Context: an optimization exercise on an open-source flow, tuned for small area and a short achievable clock period. The choices shown serve that exercise and are no tape-out recipe.
The RTL was checked by simulation tests, not by an equivalence proof against the original design.
Power and IR drop assume default switching activity.

`config.mk`:
```
export PLATFORM = sky130hd
export DESIGN_NAME = vector_sequencer
export DESIGN_NICKNAME = vector_sequencer
export VERILOG_FILES = /design/flow/design.v
export SDC_FILE = /design/flow/constraint.sdc
export NUM_CORES = 4
export LEC_CHECK = 0
export CAP_MARGIN = 20
export CORE_MARGIN = 2
export CORE_UTILIZATION = 60
export PLACE_DENSITY = 0.7
export SETUP_SLACK_MARGIN = 4.0
export SLEW_MARGIN = 20
export SYNTH_HIERARCHICAL = 1
```
`constraint.sdc`:
```
create_clock -name core_clock -period 9.0 [get_ports {clk_i}]
set_input_delay 1.8000 -clock core_clock [delete_from_list [all_inputs] [get_ports {clk_i}]]
set_output_delay 1.8000 -clock core_clock [all_outputs]
set_load 0.01 [all_outputs]
```
`design.v`:
```
package seq_pkg;
  localparam int unsigned NrVInsn = 8;
  typedef logic [$clog2(NrVInsn)-1:0] vid_t;
  localparam int unsigned NrVRegs = 32;
  typedef logic [$clog2(NrVRegs)-1:0] vreg_t;
  typedef logic [NrVInsn-1:0] vmask_t;
  localparam vreg_t VMaskReg = vreg_t'(0);
  localparam int unsigned NrUnits = 5;
  typedef enum logic [2:0] {
    UNIT_ALU,
    UNIT_MFPU,
    UNIT_LOAD,
    UNIT_STORE,
    UNIT_SLIDE
  } unit_e;
  localparam int unsigned CntWidth = 3;
  localparam logic [NrUnits*CntWidth-1:0] UnitQueueDepth = {3'd2, 3'd2, 3'd2, 3'd4, 3'd4};
  typedef enum logic [3:0] {
    VADD       = 4'd0,
    VSUB       = 4'd1,
    VAND       = 4'd2,
    VMUL       = 4'd3,
    VFADD      = 4'd4,
    VLE        = 4'd5,
    VSE        = 4'd6,
    VSLIDEUP   = 4'd7,
    VSLIDEDOWN = 4'd8,
    VMVXS      = 4'd9
  } op_e;
  function automatic logic [2:0] unit_of(input op_e op);
    logic [2:0] sel;
    case (op)
      VADD, VSUB, VAND    : sel = UNIT_ALU;
      VMUL, VFADD         : sel = UNIT_MFPU;
      VLE                 : sel = UNIT_LOAD;
      VSE                 : sel = UNIT_STORE;
      VSLIDEUP, VSLIDEDOWN,
      VMVXS               : sel = UNIT_SLIDE;
      default             : sel = UNIT_ALU;
    endcase
    unit_of = sel;
  endfunction
  typedef struct packed {
    logic [15-$clog2(NrVRegs):0] pad;
    vreg_t                     vs1;
  } vs1_field_t;
  typedef union packed {
    vs1_field_t         vreg;
    logic signed [15:0] imm;
  } operand_u;
  typedef struct packed {
    op_e      op;
    vreg_t    vd;
    logic     use_vd;
    vreg_t    vs2;
    logic     use_vs2;
    operand_u operand;
    logic     use_vs1;
    logic     use_scalar;
    logic     vm;
  } seq_req_t;
  typedef struct packed {
    vid_t     id;
    op_e      op;
    unit_e    unit;
    vreg_t    vd;
    logic     use_vd;
    vreg_t    vs2;
    logic     use_vs2;
    operand_u operand;
    logic     use_vs1;
    logic     use_scalar;
    logic     vm;
    vmask_t   hazard_vs1;
    vmask_t   hazard_vs2;
    vmask_t   hazard_vm;
    vmask_t   hazard_vd;
  } pe_req_t;
  typedef struct packed {
    logic [31:0] resp;
    logic        error;
    logic [15:0] error_vl;
  } seq_resp_t;
endpackage
`timescale 1ns/1ps
module seq_g_xor2 (input logic a, b, output logic y);
  assign y = a ^ b;
endmodule
module seq_g_nor2 (input logic a, b, output logic y);
  assign y = ~(a | b);
endmodule
module seq_g_nor3 (input logic a, b, c, output logic y);
  assign y = ~(a | b | c);
endmodule
module seq_g_nand2 (input logic a, b, output logic y);
  assign y = ~(a & b);
endmodule
module seq_g_nand3 (input logic a, b, c, output logic y);
  assign y = ~(a & b & c);
endmodule
module seq_g_nand4 (input logic a, b, c, d, output logic y);
  assign y = ~(a & b & c & d);
endmodule
module seq_vd_nmatch (
  input  logic [4:0] reg_i,
  input  logic [4:0] vd_i,
  input  logic       live_n_i,
  output logic       nmatch_o
);
  logic [4:0] diff;
  logic       lo_same, hi_same;
  for (genvar b = 0; b < 5; b++) begin : gen_diff
    seq_g_xor2 u_x (.a(reg_i[b]), .b(vd_i[b]), .y(diff[b]));
  end
  seq_g_nor3  u_lo (.a(diff[0]), .b(diff[1]), .c(diff[2]), .y(lo_same));
  seq_g_nor3  u_hi (.a(diff[3]), .b(diff[4]), .c(live_n_i), .y(hi_same));
  seq_g_nand2 u_m  (.a(lo_same), .b(hi_same), .y(nmatch_o));
endmodule
module seq_vd_nzero (
  input  logic [4:0] vd_i,
  input  logic       live_n_i,
  output logic       nmatch_o
);
  logic lo_zero, hi_zero;
  seq_g_nor3  u_lo (.a(vd_i[0]), .b(vd_i[1]), .c(vd_i[2]), .y(lo_zero));
  seq_g_nor3  u_hi (.a(vd_i[3]), .b(vd_i[4]), .c(live_n_i), .y(hi_zero));
  seq_g_nand2 u_m  (.a(lo_zero), .b(hi_zero), .y(nmatch_o));
endmodule
module seq_vd_hit (
  input  logic [24:0] nmatch_i,
  output logic        hit_o
);
  logic [7:0] grp;
  logic [3:0] pair_n;
  seq_g_nand4 u_g0 (.a(nmatch_i[0]), .b(nmatch_i[1]), .c(nmatch_i[2]), .d(nmatch_i[3]), .y(grp[0]));
  for (genvar g = 1; g < 8; g++) begin : gen_grp
    seq_g_nand3 u_g (.a(nmatch_i[3*g+1]), .b(nmatch_i[3*g+2]), .c(nmatch_i[3*g+3]), .y(grp[g]));
  end
  for (genvar p = 0; p < 4; p++) begin : gen_pair
    seq_g_nor2 u_p (.a(grp[2*p]), .b(grp[2*p+1]), .y(pair_n[p]));
  end
  seq_g_nand4 u_hit (.a(pair_n[0]), .b(pair_n[1]), .c(pair_n[2]), .d(pair_n[3]), .y(hit_o));
endmodule
module seq_ready (
  input  logic take_i,
  input  logic no_src_i,
  input  logic hit_i,
  input  logic other_n_i,
  output logic ready_o
);
  logic free, take_n;
  seq_g_nand2 u_free (.a(no_src_i), .b(hit_i), .y(free));
  seq_g_nand2 u_take (.a(take_i), .b(free), .y(take_n));
  seq_g_nand2 u_out  (.a(take_n), .b(other_n_i), .y(ready_o));
endmodule
module seq_take (
  input  logic [3:0] op_i,
  input  logic       valid_i,
  input  logic       pe_ready_i,
  input  logic       pe_valid_i,
  input  logic       idle_i,
  input  logic       vid_full_i,
  input  logic       room_alu_i,
  input  logic       room_mfpu_i,
  input  logic       room_slide_i,
  output logic       take_o
);
  logic room_ok;
  always_comb begin
    case (op_i)
      4'd3, 4'd4:             room_ok = room_mfpu_i;
      4'd7, 4'd8:             room_ok = room_slide_i;
      4'd5, 4'd6, 4'd9:       room_ok = 1'b0;
      default:                room_ok = room_alu_i;
    endcase
  end
  assign take_o = room_ok & valid_i & idle_i & ~vid_full_i & (pe_ready_i | ~pe_valid_i);
endmodule
`timescale 1ns/1ps
import seq_pkg::*;
module vector_sequencer (
  input  logic                                   clk_i,
  input  logic                                   rst_ni,
  input  seq_pkg::seq_req_t                      seq_req_i,
  input  logic                                   seq_req_valid_i,
  output logic                                   seq_req_ready_o,
  output seq_pkg::seq_resp_t                     seq_resp_o,
  output logic                                   seq_resp_valid_o,
  output seq_pkg::pe_req_t                       pe_req_o,
  output logic                                   pe_req_valid_o,
  input  logic                                   pe_req_ready_i,
  input  logic [seq_pkg::NrUnits-1:0][seq_pkg::NrVInsn-1:0] pe_done_i,
  input  logic                                   addrgen_ack_i,
  input  logic                                   addrgen_error_i,
  input  logic [15:0]                            addrgen_error_vl_i,
  input  logic [31:0]                            scalar_resp_i,
  input  logic                                   scalar_resp_valid_i,
  output logic                                   scalar_resp_ready_o,
  output logic                                   seq_idle_o,
  output seq_pkg::vmask_t                        running_o,
  output logic [seq_pkg::NrVInsn-1:0][seq_pkg::NrVInsn-1:0] global_hazard_table_o
);
  logic [3:0] op;
  logic [4:0] vd, vs2, vs1;
  logic       use_vd, rd1, rd2, rdm;
  assign op     = seq_req_i[34:31];
  assign vd     = seq_req_i[30:26];
  assign use_vd = seq_req_i[25];
  assign vs2    = seq_req_i[24:20];
  assign rd2    = seq_req_i[19];
  assign vs1    = seq_req_i[7:3];
  assign rd1    = seq_req_i[2] & ~seq_req_i[1];
  assign rdm    = ~seq_req_i[0];
  logic [2:0] unit, unit_q;
  logic [3:0] op_q;
  always_comb begin
    case (op)
      4'd3, 4'd4:       unit = 3'd1;
      4'd5:             unit = 3'd2;
      4'd6:             unit = 3'd3;
      4'd7, 4'd8, 4'd9: unit = 3'd4;
      default:          unit = 3'd0;
    endcase
    case (op_q)
      4'd3, 4'd4:       unit_q = 3'd1;
      4'd5:             unit_q = 3'd2;
      4'd6:             unit_q = 3'd3;
      4'd7, 4'd8, 4'd9: unit_q = 3'd4;
      default:          unit_q = 3'd0;
    endcase
  end
  logic [7:0] running_q, done_any, nv_oh, issue_oh;
  logic [2:0] next_vid;
  logic       issue, vid_full;
  always_comb begin
    for (int i = 0; i < 8; i++) begin
      done_any[i] = pe_done_i[0][i] | pe_done_i[1][i] | pe_done_i[2][i] |
                    pe_done_i[3][i] | pe_done_i[4][i];
    end
  end
  always_comb begin
    nv_oh    = '0;
    next_vid = '0;
    for (int i = 7; i >= 0; i--) begin
      if (!running_q[i]) begin
        nv_oh    = '0;
        nv_oh[i] = 1'b1;
        next_vid = i[2:0];
      end
    end
  end
  assign vid_full = &running_q;
  assign issue_oh = issue ? nv_oh : 8'h00;
  always_ff @(posedge clk_i or negedge rst_ni) begin
    if (!rst_ni) running_q <= '0;
    else         running_q <= (running_q & ~done_any) | issue_oh;
  end
  assign running_o  = running_q;
  assign seq_idle_o = ~|running_q;
  logic [7:0][4:0] rvd_q, rs1_q, rs2_q;
  logic [7:0]      wf_q, f1_q, f2_q, fm_q;
  logic [7:0]      haz_waw, haz_war, haz_r1, haz_r2, haz_rm;
  logic [7:0]      clr_w, clr_1, clr_2, clr_m;
  logic [7:0] nm_w, nm_1, nm_2;
  logic       nm_z, vd_hit;
  for (genvar j = 0; j < 8; j++) begin : gen_vd_cmp
    seq_vd_nmatch u_w (.reg_i(rvd_q[j]), .vd_i(vd), .live_n_i(~(running_q[j] & wf_q[j])), .nmatch_o(nm_w[j]));
    seq_vd_nmatch u_1 (.reg_i(rs1_q[j]), .vd_i(vd), .live_n_i(~(running_q[j] & f1_q[j])), .nmatch_o(nm_1[j]));
    seq_vd_nmatch u_2 (.reg_i(rs2_q[j]), .vd_i(vd), .live_n_i(~(running_q[j] & f2_q[j])), .nmatch_o(nm_2[j]));
  end
  seq_vd_nzero u_z (.vd_i(vd), .live_n_i(~|(running_q & fm_q)), .nmatch_o(nm_z));
  seq_vd_hit u_hit (.nmatch_i({nm_z, nm_2, nm_1, nm_w}), .hit_o(vd_hit));
  always_comb begin
    for (int j = 0; j < 8; j++) begin
      haz_waw[j] = ~nm_w[j];
      haz_war[j] = ~nm_1[j] | ~nm_2[j] | (running_q[j] & fm_q[j] & (vd == 5'd0));
      haz_r1[j]  = running_q[j] & wf_q[j] & (rvd_q[j] == vs1);
      haz_r2[j]  = running_q[j] & wf_q[j] & (rvd_q[j] == vs2);
      haz_rm[j]  = running_q[j] & wf_q[j] & (rvd_q[j] == 5'd0);
      clr_w[j] = use_vd & ~nm_w[j];
      clr_1[j] = (rd1 & (rs1_q[j] == vs1)) | (rd2 & (rs1_q[j] == vs2)) |
                 (rdm & (rs1_q[j] == 5'd0));
      clr_2[j] = (rd1 & (rs2_q[j] == vs1)) | (rd2 & (rs2_q[j] == vs2)) |
                 (rdm & (rs2_q[j] == 5'd0));
      clr_m[j] = rdm | (rd1 & (vs1 == 5'd0)) | (rd2 & (vs2 == 5'd0));
    end
  end
  logic [7:0] war, hazard_vs1, hazard_vs2, hazard_vm, hazard_vd;
  assign war        = use_vd ? haz_war : 8'h00;
  assign hazard_vd  = use_vd ? haz_waw : 8'h00;
  assign hazard_vs1 = war | (rd1 ? haz_r1 : 8'h00);
  assign hazard_vs2 = war | (rd2 ? haz_r2 : 8'h00);
  assign hazard_vm  = war | (rdm ? haz_rm : 8'h00);
  always_ff @(posedge clk_i) begin
    for (int j = 0; j < 8; j++) begin
      if (!running_q[j]) begin
        rvd_q[j] <= vd;
        rs1_q[j] <= vs1;
        rs2_q[j] <= vs2;
        wf_q[j]  <= use_vd;
        f1_q[j]  <= rd1;
        f2_q[j]  <= rd2;
        fm_q[j]  <= rdm;
      end else if (issue) begin
        if (clr_w[j]) wf_q[j] <= 1'b0;
        if (clr_1[j]) f1_q[j] <= 1'b0;
        if (clr_2[j]) f2_q[j] <= 1'b0;
        if (clr_m[j]) fm_q[j] <= 1'b0;
      end
    end
  end
  logic [7:0][7:0] tbl_q;
  logic [7:0]      haz_all;
  assign haz_all = hazard_vs1 | hazard_vs2 | hazard_vm | hazard_vd;
  for (genvar i = 0; i < 8; i++) begin : gen_tbl_row
    for (genvar j = 0; j < 8; j++) begin : gen_tbl_col
      if (i == j) begin : gen_diag
        assign tbl_q[i][j] = 1'b0;
      end else begin : gen_bit
        always_ff @(posedge clk_i or negedge rst_ni) begin
          if (!rst_ni) tbl_q[i][j] <= 1'b0;
          else         tbl_q[i][j] <= (issue_oh[i] ? haz_all[j] : tbl_q[i][j]) & ~done_any[j];
        end
      end
    end
  end
  assign global_hazard_table_o = tbl_q;
  logic [3:0] occ0_q, occ1_q;
  logic [1:0] occ2_q, occ3_q, occ4_q;
  logic [4:0] up, down, room;
  always_comb begin
    for (int u = 0; u < 5; u++) begin
      up[u]   = issue & (unit == 3'(u));
      down[u] = |pe_done_i[u];
    end
  end
  always_ff @(posedge clk_i or negedge rst_ni) begin
    if (!rst_ni) begin
      occ0_q <= '0;
      occ1_q <= '0;
      occ2_q <= '0;
      occ3_q <= '0;
      occ4_q <= '0;
    end else begin
      occ0_q <= up[0] ? (down[0] ? occ0_q : {occ0_q[2:0], 1'b1}) : (down[0] ? {1'b0, occ0_q[3:1]} : occ0_q);
      occ1_q <= up[1] ? (down[1] ? occ1_q : {occ1_q[2:0], 1'b1}) : (down[1] ? {1'b0, occ1_q[3:1]} : occ1_q);
      occ2_q <= up[2] ? (down[2] ? occ2_q : {occ2_q[0], 1'b1})   : (down[2] ? {1'b0, occ2_q[1]}   : occ2_q);
      occ3_q <= up[3] ? (down[3] ? occ3_q : {occ3_q[0], 1'b1})   : (down[3] ? {1'b0, occ3_q[1]}   : occ3_q);
      occ4_q <= up[4] ? (down[4] ? occ4_q : {occ4_q[0], 1'b1})   : (down[4] ? {1'b0, occ4_q[1]}   : occ4_q);
    end
  end
  assign room = {~occ4_q[1], ~occ3_q[1], ~occ2_q[1], ~occ1_q[3], ~occ0_q[3]};
  logic wait_mem_q, wait_scal_q, idle_st, stalled, no_vec_src, blocked;
  logic is_mem, is_scal, pe_valid_q;
  assign idle_st    = ~wait_mem_q & ~wait_scal_q;
  logic mem_done, scal_done;
  assign mem_done  = wait_mem_q & addrgen_ack_i;
  assign scal_done = wait_scal_q & scalar_resp_valid_i;
  assign stalled    = pe_valid_q & ~pe_req_ready_i;
  assign no_vec_src = ~rd1 & ~rd2 & ~rdm;
  assign blocked    = no_vec_src & use_vd & vd_hit;
  assign is_mem     = (op == 4'd5) | (op == 4'd6);
  assign is_scal    = (op == 4'd9);
  assign issue = idle_st & seq_req_valid_i & ~stalled & ~vid_full &
                 room[unit] & ~blocked;
  logic take;
  seq_take u_take (
    .op_i         (op),
    .valid_i      (seq_req_valid_i),
    .pe_ready_i   (pe_req_ready_i),
    .pe_valid_i   (pe_valid_q),
    .idle_i       (idle_st),
    .vid_full_i   (vid_full),
    .room_alu_i   (room[0]),
    .room_mfpu_i  (room[1]),
    .room_slide_i (room[4]),
    .take_o       (take)
  );
  seq_ready u_ready (
    .take_i    (take),
    .no_src_i  (no_vec_src & use_vd),
    .hit_i     (vd_hit),
    .other_n_i (~((idle_st & ~seq_req_valid_i & ~stalled) | mem_done | scal_done)),
    .ready_o   (seq_req_ready_o)
  );
  assign seq_resp_valid_o    = mem_done | scal_done;
  assign scalar_resp_ready_o = scal_done;
  assign seq_resp_o.resp     = wait_scal_q ? scalar_resp_i : 32'd0;
  assign seq_resp_o.error    = wait_mem_q & addrgen_error_i;
  assign seq_resp_o.error_vl = wait_mem_q ? addrgen_error_vl_i : 16'd0;
  always_ff @(posedge clk_i or negedge rst_ni) begin
    if (!rst_ni) begin
      wait_mem_q  <= 1'b0;
      wait_scal_q <= 1'b0;
      pe_valid_q  <= 1'b0;
    end else begin
      wait_mem_q  <= (wait_mem_q & ~addrgen_ack_i) | (issue & is_mem);
      wait_scal_q <= (wait_scal_q & ~scalar_resp_valid_i) | (issue & is_scal);
      pe_valid_q  <= stalled | issue;
    end
  end
  assign pe_req_valid_o = pe_valid_q;
  logic [2:0]  id_q;
  logic [30:0] fields_q;
  logic [31:0] haz_q;
  always_ff @(posedge clk_i) begin
    if (!stalled) begin
      id_q     <= next_vid;
      op_q     <= op;
      fields_q <= seq_req_i[30:0];
      haz_q    <= {hazard_vs1, hazard_vs2, hazard_vm, hazard_vd};
    end
  end
  assign pe_req_o = {id_q, op_q, unit_q, fields_q, haz_q};
endmodule
```
`flow/run.sh`:
```
#!/bin/bash
# Standard ORFS layout, with plain buffers on the ports instead of the
# delay buffers buffer_ports picks by default, and a clock tree without
# dummy loads.
set -euo pipefail
export BUFFER_PORTS_ARGS="-buffer_cell sky130_fd_sc_hd__buf_1"
export CTS_ARGS="-sink_clustering_enable -repair_clock_nets -dont_use_dummy_load -buf_list sky130_fd_sc_hd__clkbuf_8 -sink_clustering_size 20 -sink_clustering_max_diameter 50"
bash standard.sh finish > flow_standard.log 2>&1
```
`standard.sh`:
```
#!/bin/bash
# synth_recipe.tcl (not shown) runs the flow's synth.tcl, then flattens the netlist and writes it again
# the make line also repeats each setting of config.mk as NAME=value (left out here)
make -C /OpenROAD-flow-scripts/flow DESIGN_CONFIG=/design/flow/config.mk WORK_HOME=/design/flow/orfs CLKGATE_MAP_FILE= SYNTH_SCRIPT=/design/flow/synth_recipe.tcl "${@:-finish}"
```
==> flow_metrics.env, run 1 <==
export IMPL_status="no timing/DRC/antenna violations"
export IMPL_dp_cells=2165
export IMPL_critPathArrivalTime_ps=3450
export IMPL_grtUsageTotal=0.346
export IMPL_hpwl_um=32200
export IMPL_p_switching_w=0.000835
export IMPL_crit_family="simple AND/OR/NAND/NOR gates"
export IMPL_seq_area_frac_synth=0.515
export IMPL_ant_nets=0
export IMPL_tightest_slew_ps=1020
export IMPL_fin_cells=2246
export IMPL_portBuffers=320
export IMPL_hold_violations=0
export IMPL_clock_power_share=0.274
export IMPL_cpPeakStageDelay_ps=190
export IMPL_place_gp_congestion=0.915
export IMPL_cts_root_buf="clkbuf_8"
export IMPL_power_density_nw_per_um2=149
export IMPL_ios=329
export IMPL_synth_area_sq_um=16900
export IMPL_cp_slowest_cell="nand4_1"
export IMPL_cts_sinks=303
export IMPL_p_leak_nw=7.73
export IMPL_max_cap_violations=0
export IMPL_syn_inst=1516
export IMPL_finClkSkew_ps=64.3
export IMPL_finalCritPeriodShare=0.584
export IMPL_synth_xor_area_frac=0.186
export IMPL_die_x_um=172
export IMPL_cts_max_path_buffers=3
export IMPL_cts_made_buffers=36
export IMPL_drc=0
export IMPL_criticalPathCategory="input port to output port"
export IMPL_final_max_slew_viol_count=0
export IMPL_synth_seq_cells=303
export IMPL_finalSetupViolCount=0
export IMPL_vias_per_cell=6.10
export IMPL_hold_path_class="register to register"
export IMPL_synth_edf_count=222
export IMPL_synth_top_family_by_area="simple AND/OR/NAND/NOR gates"
export IMPL_synth_simple_gate_area_share=0.189
export IMPL_fmax_mhz=190
export IMPL_final_core_util=0.719
export IMPL_drt_iter0_drc=1408
export IMPL_crit_chain="clkbuf_16 -> buf_12 -> buf_12 -> xor2_2 -> nor3_2 -> nand2_1 -> nand4_1 -> nor2_4 -> nand4_1 -> buf_6 -> nand2_4 -> nand2_2 -> nand2_1 -> buf_2"
export IMPL_std_cell_rows=61
export IMPL_wl_um=51800
export IMPL_grt_ovfl_total=0
export IMPL_die_area_sq_um=29500
export IMPL_grt_pass1_vias=13200
export IMPL_finalSetupTns_ps=0
export IMPL_p_sw_frac=0.281
export IMPL_synthAdderAreaFrac=0
export IMPL_clk_pin_slew_ps=50
export IMPL_ys_types=68
export IMPL_cp_required_ps=7200
export IMPL_p_int_w=0.00214
export IMPL_fill_cells=2049
export IMPL_grt_setup_unrepaired="yes"
export IMPL_hold_buffers=0
export IMPL_synth_main_ff_cell="edfxtp_1"
export IMPL_vdd_drop_max_uv=159
export IMPL_synth_top_area_cell="edfxtp_1"
export IMPL_cts_tree="built"
export IMPL_htree_levels=2
export IMPL_power_frac_comb=0.160
export IMPL_startpoint_type="input port"
export IMPL_cp_end_kind="output port"
export IMPL_critPathBufInv=5
export IMPL_synth_area_top_cells="edfxtp_1 (39%), xor2_1 (15%), dfrtp_1 (12%)"
export IMPL_antenna_found_initial=0
export IMPL_grt_max_degree=82
export IMPL_area_growth_pct=17.9
export IMPL_syn_avg_cell_area_sq_um=11.1
export IMPL_yosys_warnings=15
export IMPL_antennaDiodeCount=0
export IMPL_core_sq_um=27700
export IMPL_post_synth_top_area_fraction=0.395
export IMPL_synth_compound_area_frac=0.0772
export IMPL_pwr_share_seq=0.566
export IMPL_die_h_um=172
export IMPL_wl_per_cell_um=23.1
export IMPL_cp_max_fo=6
export IMPL_via_count=13700
export IMPL_drive_gt1_frac=0.133
export IMPL_async_flop_share=0.267
export IMPL_layout_min_cycle_time_ps=5250
export IMPL_clock_latency_ps=570
export IMPL_hold_slack_ps=492
export IMPL_relSlewSlack=0.321
export IMPL_final_nets=2000
export IMPL_synth_mux_area_frac=0.00126
export IMPL_grt_pass1_wl_um=76800
export IMPL_first_pass_iters=5
export IMPL_initial_core_util=0.609
==> final cells by class <==
type | instances | area, sq um | area share
inverters | 29 | 109 | 0.00547
well taps | 378 | 473 | 0.0238
flip-flops and latches | 303 | 8690 | 0.437
clock buffers | 36 | 495 | 0.0249
repair buffers | 395 | 2140 | 0.108
multi-input cells | 1105 | 8000 | 0.402
==> synth_stat cells (31+ instances only) <==
cell / count
edfxtp_1: 222
buf_2: 42
xor2_1: 292
nand3_1: 99
nor2_1: 50
o21ai_0: 82
clkbuf_1: 31
and2_1: 50
xnor2_1: 66
nor4_1: 49
nand2_1: 115
dfrtp_1: 81
nor3_2: 51
or4_1: 41
==> tightest hold or removal path: cells and delay by family, from the launching register on <==
kind,cells,cell delay (ps)
AND/OR/NAND/NOR,1,40
AO/OA/AOI/OAI,1,70
flip-flops,1,340
==> per-module statistics from Yosys (local to each module, per instance), a selection <==
module            cell area [sq um]  cells  copies in the design  flops+latches
seq_g_nand2                    3.75      1                    28              0
seq_take                        101     14                     1              0
vector_sequencer              15100   1291                     1            303
seq_g_nor3                     10.0      1                    50              0
seq_g_nand4                    6.26      1                     2              0
seq_g_nand3                    5.00      1                     7              0
seq_g_nor2                     3.75      1                     4              0
seq_g_xor2                     8.76      1                   120              0
==> final timing paths <==
check | from | endpoint | slack, ps | cells after the start
setup reg to reg | running_q[7]$_DFF_PN0_ | fm_q[1]$_SDFFCE_PP0P_ | 4840 | 15
max in group asynchronous | rst_ni | occ1_q[3]$_DFFE_PN0P_ | 7040 | 2
setup / recovery | seq_req_i[28] | seq_req_ready_o | 3750 | 14
min in group asynchronous | rst_ni | global_hazard_table_o[16]$_DFF_PN0_ | 1370 | 2
hold / removal | occ0_q[3]$_DFFE_PN0P_ | occ0_q[3]$_DFFE_PN0P_ | 490 | 2
hold reg to reg | occ0_q[3]$_DFFE_PN0P_ | occ0_q[3]$_DFFE_PN0P_ | 490 | 2
==> stage by stage <==
stage	total power, W	setup WS [ps]	cell area (sq um)
floorplan	0.00196	4110	16900
global placement	0.00212	3060	18400
CTS	0.00296	3730	19600
detailed placement	0.00213	2980	18400
global route	0.00307	3670	19900
finish	0.00297	3750	19900
==> timing repair <==
item / 4_1_cts / 5_1_grt
pin swaps: 26 / 22
buffers inserted: 33 / 7
gates resized for setup: 51 / 47
endpoints found under the setup margin: 33 / 8
cloned: 5 / 0
hold endpoints to repair: 0 / 0
==> placed cells by master (no fill, tap or decap), types with 9 or more instances in the layout <==
master,synthesis,layout
nand4_1,16,16
xnor2_1,66,66
a21oi_1,10,10
buf_1,0,303
or4_1,41,41
xor2_2,0,31
xor2_1,292,261
o41ai_1,10,9
buf_4,13,53
nor3_2,51,51
a31oi_1,15,15
and2_1,50,50
inv_1,29,29
o21ai_0,82,82
nor4_1,49,49
nand3_1,99,94
nor2b_1,23,23
clkbuf_8,0,36
o31ai_1,19,19
buf_12,0,12
nand2b_1,13,12
nand2_1,115,110
nor2_1,50,48
edfxtp_1,222,222
clkbuf_2,0,10
dfrtp_1,81,81
==> routing by layer <==
layer,up-vias,GRT usage,share of wire,wire (um)
li1,6094,-,-,-
met1,6737,0.463,0.41,21000
met2,717,0.562,0.47,24300
met3,143,0.0626,0.088,4550
met4,0,0.140,0.038,1940
met5,-,0,0,0
==> registers in the layout, summed over array words and instances (netlist names) <==
register / cells
f2_q: 8
pe_valid_q: 1
rs1_q: 40
occ3_q: 2
wait_mem_q: 1
f1_q: 8
op_q: 4
wf_q: 8
fields_q: 31
haz_q: 32
id_q: 3
wait_scal_q: 1
fm_q: 8
global_hazard_table_o: 56
rs2_q: 40
running_q: 8
occ0_q: 4
occ1_q: 4
occ4_q: 2
occ2_q: 2
rvd_q: 40
==> logic make-up after synthesis <==
group                  after synthesis
AO/OA/AOI/OAI                      196
other                                1
XOR/XNOR                           358
buffers and inverters              115
AND/OR/NAND/NOR                    541
flip-flops                         303
multiplexers                         2
==> power by group through the flow <==
stage | Combinational, W | Sequential [W] | Clock [W]
after floorplan | 0.000257 | 0.00170 | 0
after global placement | 0.000413 | 0.00170 | 0
after detailed placement | 0.000424 | 0.00170 | 0
after CTS | 0.000461 | 0.00168 | 0.000827
after global routing | 0.000510 | 0.00169 | 0.000874
final | 0.000476 | 0.00168 | 0.000814
==> run 2: changes to the inputs <==
--- a/config.mk
+++ b/config.mk
@@ -10,5 +10,5 @@
 export CORE_UTILIZATION = 60
 export PLACE_DENSITY = 0.7
-export SETUP_SLACK_MARGIN = 4.0
+export SETUP_SLACK_MARGIN = 4.5
 export SLEW_MARGIN = 20
 export SYNTH_HIERARCHICAL = 1
==> flow_metrics.env, run 2 <==
export IMPL_synth_top_area_cell="edfxtp_1"
export IMPL_fill_cells=2118
export IMPL_report_power_total_w=0.00297
export IMPL_p_switching_w=0.000833
export IMPL_syn_inst=1516
export IMPL_fin_area_sq_um=19800
export IMPL_cts_root_buf="clkbuf_8"
export IMPL_final_common_cell="buf_1"
export IMPL_grt_pass1_vias=13100
export IMPL_hpwl_um=31200
export IMPL_synth_area_sq_um=16900
export IMPL_cts_tree="built"
export IMPL_first_pass_iters=5
export IMPL_grt_max_degree=82
export IMPL_fmax_mhz=193
export IMPL_place_gp_congestion=0.861
export IMPL_hold_buffers=0
export IMPL_synth_area_top_cells="edfxtp_1 (39%), xor2_1 (15%), dfrtp_1 (12%)"
export IMPL_final_nets=1990
export IMPL_grt_ovfl_total=0
export IMPL_ios=329
export IMPL_post_synth_top_area_fraction=0.395
export IMPL_p_leak_nw=7.64
export IMPL_vdd_drop_max_uv=156
export IMPL_clock_latency_ps=590
export IMPL_synth_common_cells="xor2_1 (292), edfxtp_1 (222), nand2_1 (115), nand3_1 (99), o21ai_0 (82)"
export IMPL_cts_max_path_buffers=3
export IMPL_final_max_slew_viol_count=0
export IMPL_cp_max_fo=6
export IMPL_r2r_start="running_q[7]$_DFF_PN0_"
export IMPL_finalCritPeriodShare=0.575
export IMPL_place_area_sq_um=18400
export IMPL_whs_path_depth=2
export IMPL_die_x_um=172
export IMPL_pwr_share_seq=0.566
export IMPL_area_growth_pct=17.2
export IMPL_die_h_um=172
export IMPL_ant_nets=0
export IMPL_synth_seq_cells=303
export IMPL_clk_pin_slew_ps=50
export IMPL_synth_main_ff_cell="edfxtp_1"
export IMPL_yosys_warnings=15
export IMPL_syn_avg_cell_area_sq_um=11.1
export IMPL_wl_um=51300
export IMPL_antennaDiodeCount=0
export IMPL_wl_per_cell_um=22.9
export IMPL_async_flop_share=0.267
export IMPL_ys_types=68
export IMPL_finClkSkew_ps=84.4
export IMPL_tightest_slew_ps=1090
export IMPL_register_area_sq_um=8690
export IMPL_power_density_nw_per_um2=150
export IMPL_layout_min_cycle_time_ps=5180
export IMPL_largest_reg_flops=56
export IMPL_r2r_cells=23
export IMPL_holdPathEnd="occ0_q[3]$_DFFE_PN0P_"
export IMPL_portBuffers=320
export IMPL_vias_per_cell=6.08
export IMPL_seq_area_frac_synth=0.515
export IMPL_relSlewSlack=0.273
export IMPL_multi_input_comb_area_sq_um=7960
export IMPL_critPathArrivalTime_ps=3380
export IMPL_std_cell_rows=61
export IMPL_clock_power_share=0.274
export IMPL_p_int_w=0.00213
export IMPL_htree_levels=2
export IMPL_startpoint_type="input port"
export IMPL_power_frac_comb=0.160
export IMPL_drt_iter0_drc=1341
export IMPL_grtUsageTotal=0.342
export IMPL_hold_start="occ0_q[3]$_DFFE_PN0P_"
export IMPL_synth_edf_count=222
export IMPL_status="no timing/DRC/antenna violations"
export IMPL_criticalPathCategory="input port to output port"
export IMPL_cts_sinks=303
export IMPL_finalSetupViolCount=0
export IMPL_hold_slack_ps=493
export IMPL_hold_path_class="register to register"
export IMPL_drc=0
export IMPL_cp_end_kind="output port"
export IMPL_yosys_cell_count_top_type="xor2_1"
export IMPL_hold_violations=0
export IMPL_initial_core_util=0.609
export IMPL_grt_setup_unrepaired="yes"
export IMPL_worst_r2r_setup_slack_ps=4930
export IMPL_cp_required_ps=7200
export IMPL_max_cap_violations=0
export IMPL_drive_gt1_frac=0.125
export IMPL_cts_made_buffers=36
export IMPL_die_area_sq_um=29500
export IMPL_p_sw_frac=0.281
export IMPL_antenna_found_initial=0
export IMPL_finalSetupTns_ps=0
export IMPL_layout_common_cells="buf_1 (303), xor2_1 (269), edfxtp_1 (222)"
export IMPL_grt_pass1_wl_um=76000
export IMPL_via_count=13600
export IMPL_core_sq_um=27700
export IMPL_r2r_end="global_hazard_table_o[7]$_DFF_PN0_"
## run 2: layout make-up
| cell class | instances | area share |
|---|---|---|
| Inverter | 29 | 0.00569 |
| Clock buffer | 36 | 0.0250 |
| Sequential cell | 303 | 0.439 |
| Multi-Input combinational cell | 1105 | 0.402 |
| Tap cell | 378 | 0.0239 |
| Timing Repair Buffer | 385 | 0.104 |
## run 2: power groups by stage
| stage | clock (W) | combinational, W | sequential [W] |
|---|---|---|---|
| after floorplan | 0 | 0.000257 | 0.00170 |
| final | 0.000813 | 0.000474 | 0.00168 |
| after global placement | 0 | 0.000414 | 0.00170 |
| after CTS | 0.000819 | 0.000455 | 0.00167 |
| after global routing | 0.000868 | 0.000509 | 0.00169 |
| after detailed placement | 0 | 0.000425 | 0.00170 |
## run 2: metrics by stage
step / worst slack, ps / util / instances
6_report: 3820 / 0.714 / 2236
4_1_cts: 3750 / 0.704 / 2228
3_5_place_dp: 3020 / 0.664 / 2164
2_1_floorplan: 4540 / - / 1523
3_3_place_gp: 3070 / 0.664 / 2164
5_1_grt: 3770 / 0.714 / 2236
## run 2: repair_timing
| action | 4_1_cts | 5_1_grt |
|---|---|---|
| setup buffers | 21 | 6 |
| endpoints found under the setup margin | 114 | 37 |
| pin swaps | 8 | 27 |
| gates resized for setup | 51 | 40 |
| cloned | 7 | 2 |
## run 2: routing by layer
layer,wire [um],track usage
met1,20800,0.472
met5,0,0
met4,1880,0.147
met3,4770,0.0541
met2,23800,0.542
## run 2: how the worst max path moves through the flow
stage / startpoint / to / cells after the start
4_1_cts: seq_req_i[30] / seq_req_ready_o / 14
3_3_place_gp: seq_req_i[29] / seq_req_ready_o / 11
2_1_floorplan: pe_req_ready_i / seq_req_ready_o / 3
5_1_grt: seq_req_i[30] / seq_req_ready_o / 14
3_5_place_dp: seq_req_i[29] / seq_req_ready_o / 11
6_report: seq_req_i[30] / seq_req_ready_o / 14
## run 2: per-module statistics from Yosys (local to each module, per instance), a selection
module	cell area, sq um	copies in the design
seq_g_nor2	3.75	4
seq_g_xor2	8.76	120
seq_take	101	1
vector_sequencer	15100	1
seq_g_nand2	3.75	28
seq_g_nand3	5.00	7
## run 2: kinds of logic after synthesis
logic type             after synthesis  synth area share
buffers and inverters              115            0.0316
XOR/XNOR                           358             0.186
other                                1          0.000222
AO/OA/AOI/OAI                      196            0.0772
multiplexers                         2           0.00126
flip-flops                         303             0.515
AND/OR/NAND/NOR                    541             0.189
## run 2: critical path: stages
cell and delay [ps]:
buf_8 110, buf_12 140, buf_12 140, xor2_2 160
nor3_2 50, nand2_1 70, nand4_1 140, nor2_2 180
nand4_1 130, buf_6 150, nand2_4 50, nand2_2 50
nand2_1 50, buf_2 130
==> run 3: changes to the inputs <==
--- a/design.v
+++ b/design.v
@@ -127,30 +127,27 @@
   seq_g_nand2 u_m  (.a(lo_zero), .b(hi_zero), .y(nmatch_o));
 endmodule
-module seq_vd_hit (
+module seq_vd_grp (
   input  logic [24:0] nmatch_i,
-  output logic        hit_o
+  output logic [7:0]  grp_o
 );
-  logic [7:0] grp;
-  logic [3:0] pair_n;
-  seq_g_nand4 u_g0 (.a(nmatch_i[0]), .b(nmatch_i[1]), .c(nmatch_i[2]), .d(nmatch_i[3]), .y(grp[0]));
+  seq_g_nand4 u_g0 (.a(nmatch_i[0]), .b(nmatch_i[1]), .c(nmatch_i[2]), .d(nmatch_i[3]), .y(grp_o[0]));
   for (genvar g = 1; g < 8; g++) begin : gen_grp
-    seq_g_nand3 u_g (.a(nmatch_i[3*g+1]), .b(nmatch_i[3*g+2]), .c(nmatch_i[3*g+3]), .y(grp[g]));
+    seq_g_nand3 u_g (.a(nmatch_i[3*g+1]), .b(nmatch_i[3*g+2]), .c(nmatch_i[3*g+3]), .y(grp_o[g]));
   end
-  for (genvar p = 0; p < 4; p++) begin : gen_pair
-    seq_g_nor2 u_p (.a(grp[2*p]), .b(grp[2*p+1]), .y(pair_n[p]));
-  end
-  seq_g_nand4 u_hit (.a(pair_n[0]), .b(pair_n[1]), .c(pair_n[2]), .d(pair_n[3]), .y(hit_o));
 endmodule
 module seq_ready (
-  input  logic take_i,
-  input  logic no_src_i,
-  input  logic hit_i,
-  input  logic other_n_i,
-  output logic ready_o
+  input  logic [7:0] grp_i,
+  input  logic       take_n_i,
+  input  logic       other_take_n_i,
+  output logic       ready_o
 );
-  logic free, take_n;
-  seq_g_nand2 u_free (.a(no_src_i), .b(hit_i), .y(free));
-  seq_g_nand2 u_take (.a(take_i), .b(free), .y(take_n));
-  seq_g_nand2 u_out  (.a(take_n), .b(other_n_i), .y(ready_o));
+  logic [3:0] quiet;
+  logic       take_clear_n;
+  seq_g_nor2  u_q0 (.a(grp_i[0]), .b(grp_i[1]), .y(quiet[0]));
+  seq_g_nor2  u_q1 (.a(grp_i[2]), .b(grp_i[3]), .y(quiet[1]));
+  seq_g_nor2  u_q2 (.a(grp_i[4]), .b(grp_i[5]), .y(quiet[2]));
+  seq_g_nor3  u_q3 (.a(grp_i[6]), .b(grp_i[7]), .c(take_n_i), .y(quiet[3]));
+  seq_g_nand4 u_tc (.a(quiet[0]), .b(quiet[1]), .c(quiet[2]), .d(quiet[3]), .y(take_clear_n));
+  seq_g_nand2 u_out (.a(take_clear_n), .b(other_take_n_i), .y(ready_o));
 endmodule
 module seq_take (
@@ -264,4 +261,5 @@
   logic [7:0] nm_w, nm_1, nm_2;
   logic       nm_z, vd_hit;
+  logic [7:0] vd_grp;
   for (genvar j = 0; j < 8; j++) begin : gen_vd_cmp
     seq_vd_nmatch u_w (.reg_i(rvd_q[j]), .vd_i(vd), .live_n_i(~(running_q[j] & wf_q[j])), .nmatch_o(nm_w[j]));
@@ -270,5 +268,6 @@
   end
   seq_vd_nzero u_z (.vd_i(vd), .live_n_i(~|(running_q & fm_q)), .nmatch_o(nm_z));
-  seq_vd_hit u_hit (.nmatch_i({nm_z, nm_2, nm_1, nm_w}), .hit_o(vd_hit));
+  seq_vd_grp u_grp (.nmatch_i({nm_z, nm_2, nm_1, nm_w}), .grp_o(vd_grp));
+  assign vd_hit = |vd_grp;
   always_comb begin
     for (int j = 0; j < 8; j++) begin
@@ -378,9 +377,9 @@
   );
   seq_ready u_ready (
-    .take_i    (take),
-    .no_src_i  (no_vec_src & use_vd),
-    .hit_i     (vd_hit),
-    .other_n_i (~((idle_st & ~seq_req_valid_i & ~stalled) | mem_done | scal_done)),
-    .ready_o   (seq_req_ready_o)
+    .grp_i          (vd_grp),
+    .take_n_i       (~take),
+    .other_take_n_i (~((idle_st & ~seq_req_valid_i & ~stalled) | mem_done | scal_done |
+                       (take & ~(no_vec_src & use_vd)))),
+    .ready_o        (seq_req_ready_o)
   );
   assign seq_resp_valid_o    = mem_done | scal_done;
==> flow_metrics.env, run 3 <==
export IMPL_place_area_sq_um=18500
export IMPL_crit_family="simple AND/OR/NAND/NOR gates"
export IMPL_tightest_slew_ps=1130
export IMPL_portBuffers=320
export IMPL_drt_iter0_drc=1571
export IMPL_critPathBufInv=3
export IMPL_relSlewSlack=0.241
export IMPL_critPathArrivalTime_ps=3190
export IMPL_cts_made_buffers=34
export IMPL_criticalPathCategory="input port to output port"
export IMPL_finalSetupTns_ps=0
export IMPL_final_nets=2033
export IMPL_std_cell_rows=61
export IMPL_finClkSkew_ps=74.7
export IMPL_antenna_found_initial=2
export IMPL_die_x_um=172
export IMPL_cts_sinks=303
export IMPL_final_core_util=0.743
export IMPL_final_max_slew_viol_count=0
export IMPL_finalSetupViolCount=0
export IMPL_die_area_sq_um=29600
export IMPL_fill_cells=1981
export IMPL_status="no timing/DRC/antenna violations"
export IMPL_grt_pass1_vias=13200
export IMPL_startpoint_type="input port"
export IMPL_synth_area_sq_um=16900
export IMPL_vias_per_cell=6.08
export IMPL_grt_setup_unrepaired="yes"
export IMPL_power_density_nw_per_um2=144
export IMPL_finalCritPeriodShare=0.554
export IMPL_ios=329
export IMPL_htree_levels=2
export IMPL_drive_gt1_frac=0.160
export IMPL_post_synth_top_area_fraction=0.394
export IMPL_dp_cells=2171
export IMPL_synth_common_cells="xor2_1 (305), edfxtp_1 (222), nand2_1 (143), dfrtp_1 (81), nand3_1 (71)"
export IMPL_synth_area_top_cells="edfxtp_1 (39%), xor2_1 (16%), dfrtp_1 (12%)"
export IMPL_cts_max_path_buffers=3
export IMPL_synth_edf_count=222
export IMPL_clk_pin_slew_ps=90
export IMPL_synth_main_ff_cell="edfxtp_1"
export IMPL_crit_chain="clkbuf_16 -> buf_12 -> xor2_1 -> nor3_2 -> nand2_1 -> nand3_2 -> nor3_2 -> nand4_1 -> nand2_1 -> buf_6"
export IMPL_hpwl_um=32600
export IMPL_largest_reg_flops=56
export IMPL_grt_max_degree=82
export IMPL_ys_types=60
export IMPL_via_count=13900
export IMPL_yosys_cell_count_top_type="xor2_1"
export IMPL_hold_violations=0
export IMPL_grtUsageTotal=0.364
export IMPL_grt_ovfl_total=0
export IMPL_ant_nets=0
export IMPL_first_pass_iters=6
export IMPL_initial_core_util=0.609
export IMPL_register_area_sq_um=8700
export IMPL_synth_seq_cells=303
export IMPL_cp_required_ps=7200
export IMPL_cp_slowest_cell="xor2_1"
export IMPL_wl_per_cell_um=23.9
export IMPL_cpPeakStageDelay_ps=190
export IMPL_async_flop_share=0.267
export IMPL_fmax_mhz=200
export IMPL_cp_end_kind="output port"
export IMPL_area_growth_pct=21.9
export IMPL_vdd_drop_max_uv=136
export IMPL_drc=0
export IMPL_place_gp_congestion=0.915
export IMPL_grt_pass1_wl_um=79600
export IMPL_seq_area_frac_synth=0.513
export IMPL_hold_buffers=0
export IMPL_fin_area_sq_um=20600
export IMPL_clock_latency_ps=550
export IMPL_cp_max_fo=5
export IMPL_wl_um=54500
export IMPL_layout_common_cells="buf_1 (297), xor2_1 (268), edfxtp_1 (222)"
export IMPL_final_common_cell="buf_1"
export IMPL_layout_min_cycle_time_ps=4990
export IMPL_die_h_um=172
export IMPL_synth_top_area_cell="edfxtp_1"
export IMPL_hold_path_class="register to register"
export IMPL_max_cap_violations=0
export IMPL_multi_input_comb_area_sq_um=8270
export IMPL_cts_tree="built"
export IMPL_syn_avg_cell_area_sq_um=11.1
export IMPL_yosys_warnings=15
export IMPL_fin_cells=2280
export IMPL_core_sq_um=27800
export IMPL_cts_root_buf="clkbuf_8"
export IMPL_p_leak_nw=8.17
export IMPL_syn_inst=1519
-- run 3: cell types whose count changed after synthesis, moves of 4 or more --
| cell | before | now |
|---|---|---|
| xor2_1 | 292 | 305 |
| nor2b_1 | 23 | 19 |
| o31ai_1 | 19 | 23 |
| mux2i_1 | 1 | 33 |
| nand3_1 | 99 | 71 |
| o21a_1 | 5 | 0 |
| o21ai_1 | 4 | 0 |
| xnor2_1 | 66 | 59 |
| buf_2 | 42 | 37 |
| nor2_1 | 50 | 54 |
| o21ai_0 | 82 | 55 |
| nand4_1 | 16 | 12 |
| nand4_2 | 8 | 0 |
| nand2_1 | 115 | 143 |
-- run 3: kinds of logic (layout without fill, tap and decap cells) --
kind of cell,Yosys count,after routing,synth area share
multiplexers,36,36,0.0215
XOR/XNOR,364,364,0.188
AO/OA/AOI/OAI,163,163,0.0642
other,1,9,0.000221
flip-flops,303,303,0.513
buffers and inverters,113,487,0.0309
AND/OR/NAND/NOR,539,540,0.181
-- run 3: modules after synthesis (local to each module, per instance), excerpt --
module | cells inside | area [sq um]
vector_sequencer | 1296 | 15100
seq_g_nand3 | 1 | 5.00
seq_take | 14 | 101
seq_g_xor2 | 1 | 8.76
seq_g_nor3 | 1 | 10.0
seq_g_nor2 | 1 | 3.75
seq_g_nand2 | 1 | 3.75
seq_g_nand4 | 1 | 6.26
-- run 3: metal layers --
metal / track usage / vias up / part of all wire
li1: - / 6119 / -
met1: 0.478 / 6718 / 0.39
met2: 0.591 / 835 / 0.47
met3: 0.0645 / 193 / 0.095
met4: 0.171 / 2 / 0.048
met5: 0 / - / 0.00015
-- run 3: area by class of cell --
class | instances | area share
sequential | 303 | 0.421
multi-input combinational | 1111 | 0.401
timing repair buffer | 423 | 0.127
tap | 378 | 0.0229
clock buffer | 34 | 0.0227
inverter | 30 | 0.00546
antenna | 1 | 0.000121
-- run 3: where the power goes --
group | internal (W) | switching, W | total, W
clock | 0.000337 | 0.000449 | 0.000786
sequential | 0.00160 | 0.0000880 | 0.00169
combinational | 0.000202 | 0.000302 | 0.000504
total | 0.00214 | 0.000838 | 0.00297
-- run 3: timing repair --
action,in CTS,in global routing
pin swaps,38,18
buffers inserted,38,16
cloned,20,0
setup endpoints to repair,109,113
gates resized for setup,125,34
-- run 3: metrics by stage --
step	hold slack, ps	setup slack (ps)	total power (W)
floorplan	474	4320	0.00196
global placement	481	3360	0.00212
detailed placement	490	3220	0.00213
CTS	464	4050	0.00296
global route	478	3900	0.00308
finish	466	4010	0.00297
-- run 3: final timing paths --
path,end,from,slack (ps),cells past startpoint
min reg2reg,occ1_q[2]$_DFFE_PN0P_,occ1_q[1]$_DFFE_PN0P_,470,1
max in group asynchronous,occ1_q[1]$_DFFE_PN0P_,rst_ni,7000,2
max,seq_req_ready_o,seq_req_i[30],4010,10
max reg2reg,global_hazard_table_o[35]$_DFF_PN0_,running_q[7]$_DFF_PN0_,5080,14
min,occ1_q[2]$_DFFE_PN0P_,occ1_q[1]$_DFFE_PN0P_,470,1
min in group asynchronous,global_hazard_table_o[30]$_DFF_PN0_,rst_ni,1380,2
==> run 4: changes to the inputs <==
--- a/flow/run.sh
+++ b/flow/run.sh
@@ -6,3 +6,4 @@
 export BUFFER_PORTS_ARGS="-buffer_cell sky130_fd_sc_hd__buf_1"
 export CTS_ARGS="-sink_clustering_enable -repair_clock_nets -dont_use_dummy_load -buf_list sky130_fd_sc_hd__clkbuf_8 -sink_clustering_size 20 -sink_clustering_max_diameter 50"
+
 bash standard.sh finish > flow_standard.log 2>&1
--- a/config.mk
+++ b/config.mk
@@ -10,5 +10,5 @@
 export CORE_UTILIZATION = 60
 export PLACE_DENSITY = 0.7
-export SETUP_SLACK_MARGIN = 4.5
+export SETUP_SLACK_MARGIN = 4.2
 export SLEW_MARGIN = 20
 export SYNTH_HIERARCHICAL = 1
==> flow_metrics.env, run 4 <==
export IMPL_criticalPathCategory="input port to output port"
export IMPL_hpwl_um=32100
export IMPL_synth_area_sq_um=16900
export IMPL_synth_edf_count=222
export IMPL_post_place_ws_ps=3170
export IMPL_status="no timing/DRC/antenna violations"
export IMPL_syn_avg_cell_area_sq_um=11.1
export IMPL_layout_min_cycle_time_ps=5080
export IMPL_setup_ws_ps=3920
export IMPL_area_growth_pct=25.1
export IMPL_yosys_cell_count_top_type="xor2_1"
export IMPL_cp_end_kind="output port"
export IMPL_seq_area_frac_synth=0.513
export IMPL_portBuffers=320
export IMPL_critPathBufInv=3
export IMPL_core_sq_um=27800
export IMPL_final_max_slew_viol_count=0
export IMPL_crit_family="simple AND/OR/NAND/NOR gates"
export IMPL_grt_pass1_vias=13600
export IMPL_synth_seq_cells=303
export IMPL_vias_per_cell=6.17
export IMPL_initial_core_util=0.609
export IMPL_finalSetupTns_ps=0
export IMPL_clock_latency_ps=590
export IMPL_place_gp_congestion=0.929
export IMPL_wl_per_cell_um=24.5
export IMPL_drive_gt1_frac=0.184
export IMPL_wl_um=56700
export IMPL_cp_max_fo=5
export IMPL_layout_common_cells="buf_1 (297), xor2_1 (256), edfxtp_1 (222)"
export IMPL_die_x_um=172
export IMPL_yosys_warnings=15
export IMPL_ys_types=60
export IMPL_drc=0
export IMPL_grt_ovfl_total=0
export IMPL_async_flop_share=0.267
export IMPL_relSlewSlack=0.281
export IMPL_grt_max_degree=82
export IMPL_hold_violations=0
export IMPL_final_common_cell="buf_1"
export IMPL_final_nets=2072
export IMPL_tightest_slew_ps=1070
export IMPL_post_synth_top_area_fraction=0.394
export IMPL_ios=329
export IMPL_die_area_sq_um=29600
export IMPL_std_cell_rows=61
export IMPL_synth_common_cells="xor2_1 (305), edfxtp_1 (222), nand2_1 (143), dfrtp_1 (81), nand3_1 (71)"
export IMPL_syn_inst=1519
export IMPL_p_leak_nw=8.41
export IMPL_fmax_mhz=197
export IMPL_grt_setup_unrepaired="yes"
export IMPL_htree_levels=2
export IMPL_startpoint_type="input port"
export IMPL_final_core_util=0.763
export IMPL_cts_tree="built"
export IMPL_clk_pin_slew_ps=80
export IMPL_vdd_drop_max_uv=156
export IMPL_cp_required_ps=7200
export IMPL_antenna_found_initial=3
export IMPL_synth_main_ff_cell="edfxtp_1"
export IMPL_first_pass_iters=6
export IMPL_power_density_nw_per_um2=142
export IMPL_die_h_um=172
export IMPL_cp_slowest_cell="nor3_2"
export IMPL_critPathArrivalTime_ps=3280
export IMPL_cts_max_path_buffers=3
export IMPL_finalCritPeriodShare=0.564
export IMPL_hold_slack_ps=501
export IMPL_synth_top_area_cell="edfxtp_1"
export IMPL_finalSetupViolCount=0
export IMPL_via_count=14300
export IMPL_max_cap_violations=0
export IMPL_cpPeakStageDelay_ps=240
export IMPL_cts_sinks=303
export IMPL_largest_reg_flops=56
export IMPL_hold_path_class="register to register"
export IMPL_finClkSkew_ps=72.3
export IMPL_grt_pass1_wl_um=82200
export IMPL_cts_root_buf="clkbuf_8"
export IMPL_grtUsageTotal=0.375
export IMPL_cts_made_buffers=35
export IMPL_hold_buffers=0
export IMPL_ant_nets=0
export IMPL_synth_area_top_cells="edfxtp_1 (39%), xor2_1 (16%), dfrtp_1 (12%)"
export IMPL_drt_iter0_drc=1508
export IMPL_crit_chain="clkbuf_16 -> buf_12 -> xor2_2 -> nor3_2 -> nand2_1 -> nand4_1 -> nor2_1 -> nand4_1 -> nand2_1 -> buf_6"
## run 4: cell count changes in the layout (fill, tap and decap cells not counted), moves of 2 or more
cell / delta
buf_4: -7
xor2_2: +11
o21ai_1: +5
buf_16: -3
nand3_2: -2
buf_12: -3
nand3_4: +2
o21ai_0: -6
xor2_1: -12
buf_6: +51
## run 4: layout make-up
type                            instances  area (sq um)
Antenna cell                            1          2.50
Clock buffer                           35           482
Fill cell                            1888          6600
Inverter                               30           113
Multi-Input combinational cell       1112          8430
Sequential cell                       303          8700
Tap cell                              378           473
Timing Repair Buffer                  460          2990
## run 4: final timing paths
check	start	end	slack, ps	cells past startpoint
worst max register to register	running_q[0]$_DFF_PN0_	global_hazard_table_o[32]$_DFF_PN0_	4590	13
max in group asynchronous	rst_ni	running_q[0]$_DFF_PN0_	7150	1
worst min register to register	global_hazard_table_o[51]$_DFF_PN0_	global_hazard_table_o[51]$_DFF_PN0_	500	2
min in group asynchronous	rst_ni	global_hazard_table_o[11]$_DFF_PN0_	1250	1
worst max-delay path	seq_req_i[29]	seq_req_ready_o	3920	10
worst min-delay path	global_hazard_table_o[51]$_DFF_PN0_	global_hazard_table_o[51]$_DFF_PN0_	500	2
## run 4: logic make-up (layout without fill, tap and decap cells)
kind of cell / Yosys count / count (layout) / synth area share
compound gates: 163 / 163 / 0.0642
mux: 36 / 36 / 0.0215
flops: 303 / 303 / 0.513
simple gates: 539 / 541 / 0.181
xor+xnor: 364 / 364 / 0.188
buf+inv: 113 / 525 / 0.0309
other cells: 1 / 9 / 0.000221
## run 4: per-stage QoR
| step | area, sq um | cells | power, W |
|---|---|---|---|
| floorplan | 17000 | 1526 | 0.00196 |
| global placement | 18500 | 2170 | 0.00212 |
| detailed placement | 18500 | 2170 | 0.00213 |
| CTS | 20700 | 2311 | 0.00298 |
| global route | 21200 | 2318 | 0.00310 |
| finish | 21200 | 2319 | 0.00301 |
## run 4: per-module statistics from Yosys, one instance, submodules excluded, excerpt
module	area, sq um	cells	copies in the design	flip-flops and latches
vector_sequencer	15100	1296	1	303
seq_take	101	14	1	0
seq_g_nor3	10.0	1	51	0
seq_g_xor2	8.76	1	120	0
seq_g_nand4	6.26	1	2	0
seq_g_nand3	5.00	1	7	0
seq_g_nand2	3.75	1	26	0
seq_g_nor2	3.75	1	3	0
## run 4: repair_timing
action	4_1_cts	5_1_grt
endpoints found under the hold margin	0	0
gates resized for setup	133	97
setup endpoints to repair	101	106
cloned	18	0
setup buffers	88	7
pin swaps	49	16
## run 4: power breakdown
part,total (W),internal (W),switching (W)
Clock,0.000813,0.000347,0.000466
Combinational,0.000506,0.000194,0.000312
Sequential,0.00169,0.00160,0.0000912
Total,0.00301,0.00214,0.000869
## run 4: worst reg2reg max path: stages, from the launching register on
cell      delay (ps)
dfrtp_2          570
a22o_1           300
a221oi_1         350
and3_1           260
nor3_2            50
nand2_1          120
nand3_2          130
buf_4            160
nor4_2           400
a21oi_1          210
nor3_4           480
nand2_4          440
or3_1            640
mux2i_1          190
## run 4: routing by layer
layer / GRT usage / routed length, um / up-vias
met5: 0 / 0 / -
met3: 0.0673 / 5750 / 239
met1: 0.490 / 21700 / 6954
met2: 0.608 / 26200 / 933
met4: 0.183 / 3040 / 0
li1: - / - / 6173
==> run 5: changes to the inputs <==
--- a/flow/run.sh
+++ b/flow/run.sh
@@ -6,4 +6,4 @@
 export BUFFER_PORTS_ARGS="-buffer_cell sky130_fd_sc_hd__buf_1"
 export CTS_ARGS="-sink_clustering_enable -repair_clock_nets -dont_use_dummy_load -buf_list sky130_fd_sc_hd__clkbuf_8 -sink_clustering_size 20 -sink_clustering_max_diameter 50"
-
+export SETUP_MOVE_SEQUENCE="unbuffer,sizeup,swap,clone,split"
 bash standard.sh finish > flow_standard.log 2>&1
--- a/config.mk
+++ b/config.mk
@@ -10,5 +10,5 @@
 export CORE_UTILIZATION = 60
 export PLACE_DENSITY = 0.7
-export SETUP_SLACK_MARGIN = 4.2
+export SETUP_SLACK_MARGIN = 4.0
 export SLEW_MARGIN = 20
 export SYNTH_HIERARCHICAL = 1
==> flow_metrics.env, run 5 <==
export IMPL_status="no timing/DRC/antenna violations"
export IMPL_wl_um=52900
export IMPL_power_density_nw_per_um2=148
export IMPL_std_cell_rows=61
export IMPL_synth_common_cells="xor2_1 (305), edfxtp_1 (222), nand2_1 (143), dfrtp_1 (81), nand3_1 (71)"
export IMPL_cp_max_fo=4
export IMPL_yosys_warnings=15
export IMPL_wl_per_cell_um=23.8
export IMPL_synth_area_sq_um=16900
export IMPL_async_flop_share=0.267
export IMPL_post_cts_buffers=0
export IMPL_max_cap_violations=0
export IMPL_dp_cells=2170
export IMPL_largest_reg_flops=56
export IMPL_vias_per_cell=6.03
export IMPL_htree_levels=2
export IMPL_hold_slack_ps=503
export IMPL_synth_area_top_cells="edfxtp_1 (39%), xor2_1 (16%), dfrtp_1 (12%)"
export IMPL_p_leak_nw=7.84
export IMPL_grt_pass1_vias=12800
export IMPL_layout_common_cells="buf_1 (298), xor2_1 (253), edfxtp_1 (222)"
export IMPL_yosys_cell_count_top_type="xor2_1"
export IMPL_finClkSkew_ps=78.4
export IMPL_drc=0
export IMPL_first_pass_iters=5
export IMPL_criticalPathCategory="input port to output port"
export IMPL_syn_inst=1519
export IMPL_startpoint_type="input port"
export IMPL_synth_seq_cells=303
export IMPL_cts_tree="built"
export IMPL_grt_setup_unrepaired="yes"
export IMPL_cts_max_path_buffers=3
export IMPL_drt_iter0_drc=1273
export IMPL_hold_path_class="register to register"
export IMPL_place_gp_congestion=0.929
export IMPL_drive_gt1_frac=0.133
export IMPL_cts_root_buf="clkbuf_8"
export IMPL_die_x_um=172
export IMPL_layout_min_cycle_time_ps=5050
export IMPL_post_synth_top_area_fraction=0.394
export IMPL_clock_latency_ps=590
export IMPL_p_switching_w=0.000848
export IMPL_ys_types=60
export IMPL_p_sw_frac=0.284
export IMPL_finalSetupViolCount=0
export IMPL_die_area_sq_um=29600
export IMPL_power_frac_comb=0.165
export IMPL_ios=329
export IMPL_antenna_found_initial=1
export IMPL_die_h_um=172
export IMPL_initial_core_util=0.609
export IMPL_grt_max_degree=82
export IMPL_relSlewSlack=0.281
export IMPL_final_nets=1978
export IMPL_syn_avg_cell_area_sq_um=11.1
export IMPL_grtUsageTotal=0.353
export IMPL_cp_startpoint="seq_req_i[30]"
export IMPL_seq_area_frac_synth=0.513
export IMPL_synth_top_area_cell="edfxtp_1"
export IMPL_antennaDiodeCount=0
export IMPL_cts_made_buffers=35
export IMPL_grt_pass1_wl_um=77200
export IMPL_p_int_w=0.00213
export IMPL_r2r_start="running_q[7]$_DFF_PN0_"
export IMPL_critPathArrivalTime_ps=3250
export IMPL_final_common_cell="buf_1"
export IMPL_final_max_slew_viol_count=0
export IMPL_fmax_mhz=198
export IMPL_cts_sinks=303
export IMPL_via_count=13400
export IMPL_ant_nets=0
export IMPL_finalCritPeriodShare=0.561
export IMPL_clock_power_share=0.270
export IMPL_finalSetupTns_ps=0
export IMPL_vdd_drop_max_uv=155
export IMPL_hold_start="global_hazard_table_o[51]$_DFF_PN0_"
export IMPL_core_sq_um=27800
export IMPL_fin_cells=2224
export IMPL_final_core_util=0.723
export IMPL_grt_ovfl_total=0
export IMPL_synth_main_ff_cell="edfxtp_1"
export IMPL_cp_end_kind="output port"
export IMPL_clk_pin_slew_ps=80
export IMPL_hpwl_um=32100
export IMPL_fill_cells=2083
export IMPL_hold_violations=0
export IMPL_cp_required_ps=7200
export IMPL_tightest_slew_ps=1070
export IMPL_area_growth_pct=18.6
export IMPL_synth_edf_count=222
export IMPL_report_power_total_w=0.00298
export IMPL_pwr_share_seq=0.565
export IMPL_portBuffers=320
run 5: cell counts after synthesis:
No cell type changed its count.
run 5: final timing paths:
path	endpoint	slack, ps	cells past startpoint
max	seq_req_ready_o	3950	10
min	global_hazard_table_o[51]$_DFF_PN0_	500	2
max reg2reg	global_hazard_table_o[32]$_DFF_PN0_	4790	13
min reg2reg	global_hazard_table_o[51]$_DFF_PN0_	500	2
max in group asynchronous	running_q[0]$_DFF_PN0_	7150	1
min in group asynchronous	global_hazard_table_o[59]$_DFF_PN0_	1240	1
run 5: metal layers:
layer,global-route usage,vias up,share of wire
met2,0.582,713,0.47
met1,0.454,6570,0.39
met4,0.147,2,0.042
li1,-,5980,-
met5,0,-,0.00021
met3,0.0803,155,0.094
run 5: critical path, stage by stage:
cell and delay (ps):
clkbuf_16 160, buf_16 150, xor2_1 210, nor3_2 80, nand2_2 100, nand3_2 120, nor3_4 200, nand4_1 170
nand2_1 120, buf_6 110
run 5: repair_timing:
action                     CTS  global route
hold buffers                 0             0
pin swaps                   24            16
setup endpoints to repair   47            41
resized for setup           97            34
cloned                      16             3
run 5: stage by stage:
step / setup WS, ps / instance area [sq um]
after floorplan: 4250 / 17000
final: 3950 / 20100
after global routing: 3910 / 20100
after global placement: 3250 / 18500
after CTS: 4010 / 19800
after detailed placement: 3170 / 18500
run 5: logic make-up (layout without fill, tap and decap cells):
family,Yosys count,after routing,synth area share
other,1,8,0.000221
and+or+nand+nor,539,541,0.181
AOI/OAI and AO/OA,163,163,0.0642
buffers and inverters,113,431,0.0309
xor gates and xnor gates,364,364,0.188
muxes,36,36,0.0215
DFF,303,303,0.513
run 5: modules after synthesis (local to each module, per instance), excerpt:
module / flip-flops and latches / cells / times used
seq_g_nand3: 0 / 1 / 7
vector_sequencer: 303 / 1296 / 1
seq_g_nand4: 0 / 1 / 2
seq_g_xor2: 0 / 1 / 120
seq_g_nor3: 0 / 1 / 51
seq_g_nor2: 0 / 1 / 3
seq_take: 0 / 14 / 1
seq_g_nand2: 0 / 1 / 26
run 5: power groups by stage:
stage / sequential [W] / combinational, W / clock (W)
after floorplan: 0.00170 / 0.000257 / 0
after global placement: 0.00170 / 0.000411 / 0
after detailed placement: 0.00171 / 0.000422 / 0
after CTS: 0.00168 / 0.000473 / 0.000812
after global routing: 0.00170 / 0.000528 / 0.000858
final: 0.00169 / 0.000493 / 0.000804
run 5: layout make-up:
cell class | count | area [sq um] | area share
Tap cell | 378 | 473 | 0.0235
Timing Repair Buffer | 366 | 2080 | 0.104
Inverter | 30 | 113 | 0.00561
Sequential cell | 303 | 8700 | 0.433
Clock buffer | 35 | 482 | 0.0240
Multi-Input combinational cell | 1112 | 8250 | 0.410
==> run 6: changes to the inputs <==
--- a/config.mk
+++ b/config.mk
@@ -10,5 +10,5 @@
 export CORE_UTILIZATION = 60
 export PLACE_DENSITY = 0.7
-export SETUP_SLACK_MARGIN = 4.0
+export SETUP_SLACK_MARGIN = 4.3
 export SLEW_MARGIN = 20
 export SYNTH_HIERARCHICAL = 1
==> flow_metrics.env, run 6 <==
export IMPL_status="no timing/DRC/antenna violations"
export IMPL_register_area_sq_um=8700
export IMPL_cts_tree="built"
export IMPL_holdPathEnd="occ1_q[2]$_DFFE_PN0P_"
export IMPL_p_leak_nw=7.90
export IMPL_hold_buffers=0
export IMPL_largest_reg_flops=56
export IMPL_std_cell_rows=61
export IMPL_portBuffers=320
export IMPL_grt_pass1_wl_um=77600
export IMPL_critPathArrivalTime_ps=3200
export IMPL_layout_min_cycle_time_ps=5000
export IMPL_fin_cells=2227
export IMPL_clk_pin_slew_ps=90
export IMPL_first_pass_iters=5
export IMPL_cts_max_path_buffers=3
export IMPL_criticalPathCategory="input port to output port"
export IMPL_yosys_cell_count_top_type="xor2_1"
export IMPL_max_cap_violations=0
export IMPL_syn_avg_cell_area_sq_um=11.1
export IMPL_p_int_w=0.00213
export IMPL_area_growth_pct=19.4
export IMPL_wl_per_cell_um=23.9
export IMPL_final_core_util=0.728
export IMPL_finalSetupTns_ps=0
export IMPL_worst_r2r_setup_slack_ps=4900
export IMPL_synth_common_cells="xor2_1 (305), edfxtp_1 (222), nand2_1 (143), dfrtp_1 (81), nand3_1 (71)"
export IMPL_hold_start="occ1_q[1]$_DFFE_PN0P_"
export IMPL_post_synth_top_area_fraction=0.394
export IMPL_cts_made_buffers=34
export IMPL_final_nets=1980
export IMPL_seq_area_frac_synth=0.513
export IMPL_power_frac_comb=0.168
export IMPL_antenna_found_initial=2
export IMPL_synth_seq_cells=303
export IMPL_synth_area_sq_um=16900
export IMPL_grt_pass1_vias=12800
export IMPL_hold_path_class="register to register"
export IMPL_grtUsageTotal=0.355
export IMPL_cp_max_fo=6
export IMPL_ys_types=60
export IMPL_tightest_slew_ps=1100
export IMPL_die_x_um=172
export IMPL_vias_per_cell=6.08
export IMPL_finClkSkew_ps=82.1
export IMPL_die_area_sq_um=29600
export IMPL_die_h_um=172
export IMPL_core_sq_um=27800
export IMPL_p_switching_w=0.000842
run 6: changes by cell type in the layout (fill, tap and decap cells not counted), sizes merged:
| cell | delta |
|---|---|
| buf | +3 |
| diode | +1 |
| nand2b | -1 |
run 6: final cells by class:
type,count,share of cell area
Sequential cell,303,0.430
Timing Repair Buffer,370,0.109
Clock buffer,34,0.0231
Inverter,30,0.00557
Multi-Input combinational cell,1111,0.409
Antenna cell,1,0.000124
Tap cell,378,0.0234
run 6: worst max path at each step:
stage                        start                             endpoint  cells past startpoint
global route         seq_req_i[28]                      seq_req_ready_o                     10
finish               seq_req_i[28]                      seq_req_ready_o                     10
global placement     seq_req_i[30]  global_hazard_table_o[32]$_DFF_PN0_                     12
CTS                  seq_req_i[28]                      seq_req_ready_o                     10
floorplan           pe_req_ready_i                      seq_req_ready_o                      4
detailed placement   seq_req_i[26]  global_hazard_table_o[35]$_DFF_PN0_                     12
run 6: layer usage:
layer  up-vias  GRT usage  wire (um)
met3       162     0.0597       4730
li1       6009          -          -
met5         -          0          8
met4         2      0.155       2120
met1      6598      0.471      21100
met2       779      0.580      25300
run 6: through the flow:
step           instance area [sq um]  total power, W
2_1_floorplan                  17000         0.00196
3_3_place_gp                   18500         0.00212
3_5_place_dp                   18500         0.00213
4_1_cts                        20000         0.00296
5_1_grt                        20200         0.00307
6_report                       20200         0.00297
run 6: modules after synthesis (local to each module, per instance), a selection:
| module | flops+latches | area [sq um] |
|---|---|---|
| seq_g_nor2 | 0 | 3.75 |
| vector_sequencer | 303 | 15100 |
| seq_g_nand4 | 0 | 6.26 |
| seq_g_nand2 | 0 | 3.75 |
| seq_take | 0 | 101 |
| seq_g_nor3 | 0 | 10.0 |
| seq_g_nand3 | 0 | 5.00 |
| seq_g_xor2 | 0 | 8.76 |
run 6: kinds of logic (layout without fill, tap and decap cells):
kind of cell / Yosys count / count (layout) / synth area share
compound gates: 163 / 163 / 0.0642
xor+xnor: 364 / 364 / 0.188
buf+inv: 113 / 434 / 0.0309
flops: 303 / 303 / 0.513
mux: 36 / 36 / 0.0215
other cells: 1 / 9 / 0.000221
simple gates: 539 / 540 / 0.181
run 6: timing repair:
action,CTS,global route
cloned,20,1
pin swaps,37,18
gates resized for setup,114,32
setup buffers,0,0
endpoints found under the setup margin,102,104
run 6: power groups by stage:
stage                     sequential [W]  combinational, W  clock, W
after floorplan                  0.00170          0.000259         0
final                            0.00169          0.000499  0.000790
after global placement           0.00170          0.000412         0
after detailed placement         0.00171          0.000423         0
after global routing             0.00170          0.000534  0.000845
after CTS                        0.00168          0.000483  0.000796
run 6: critical path: stages:
cell and delay [ps]:
clkbuf_16 170, buf_16 160, xor2_2 180, nor3_2 250, nand2_2 120, nand3_2 100, nor3_2 50, nand4_1 120
nand2_1 90, buf_6 130

Check on run 6: ideal ports give 3.997 ns setup slack; a clkbuf_16 on the clock port and buf_2 on the inputs give 3.942 ns; moving port delays by the midpoint clock arrival (0.563 ns) as well gives 3.791 ns.
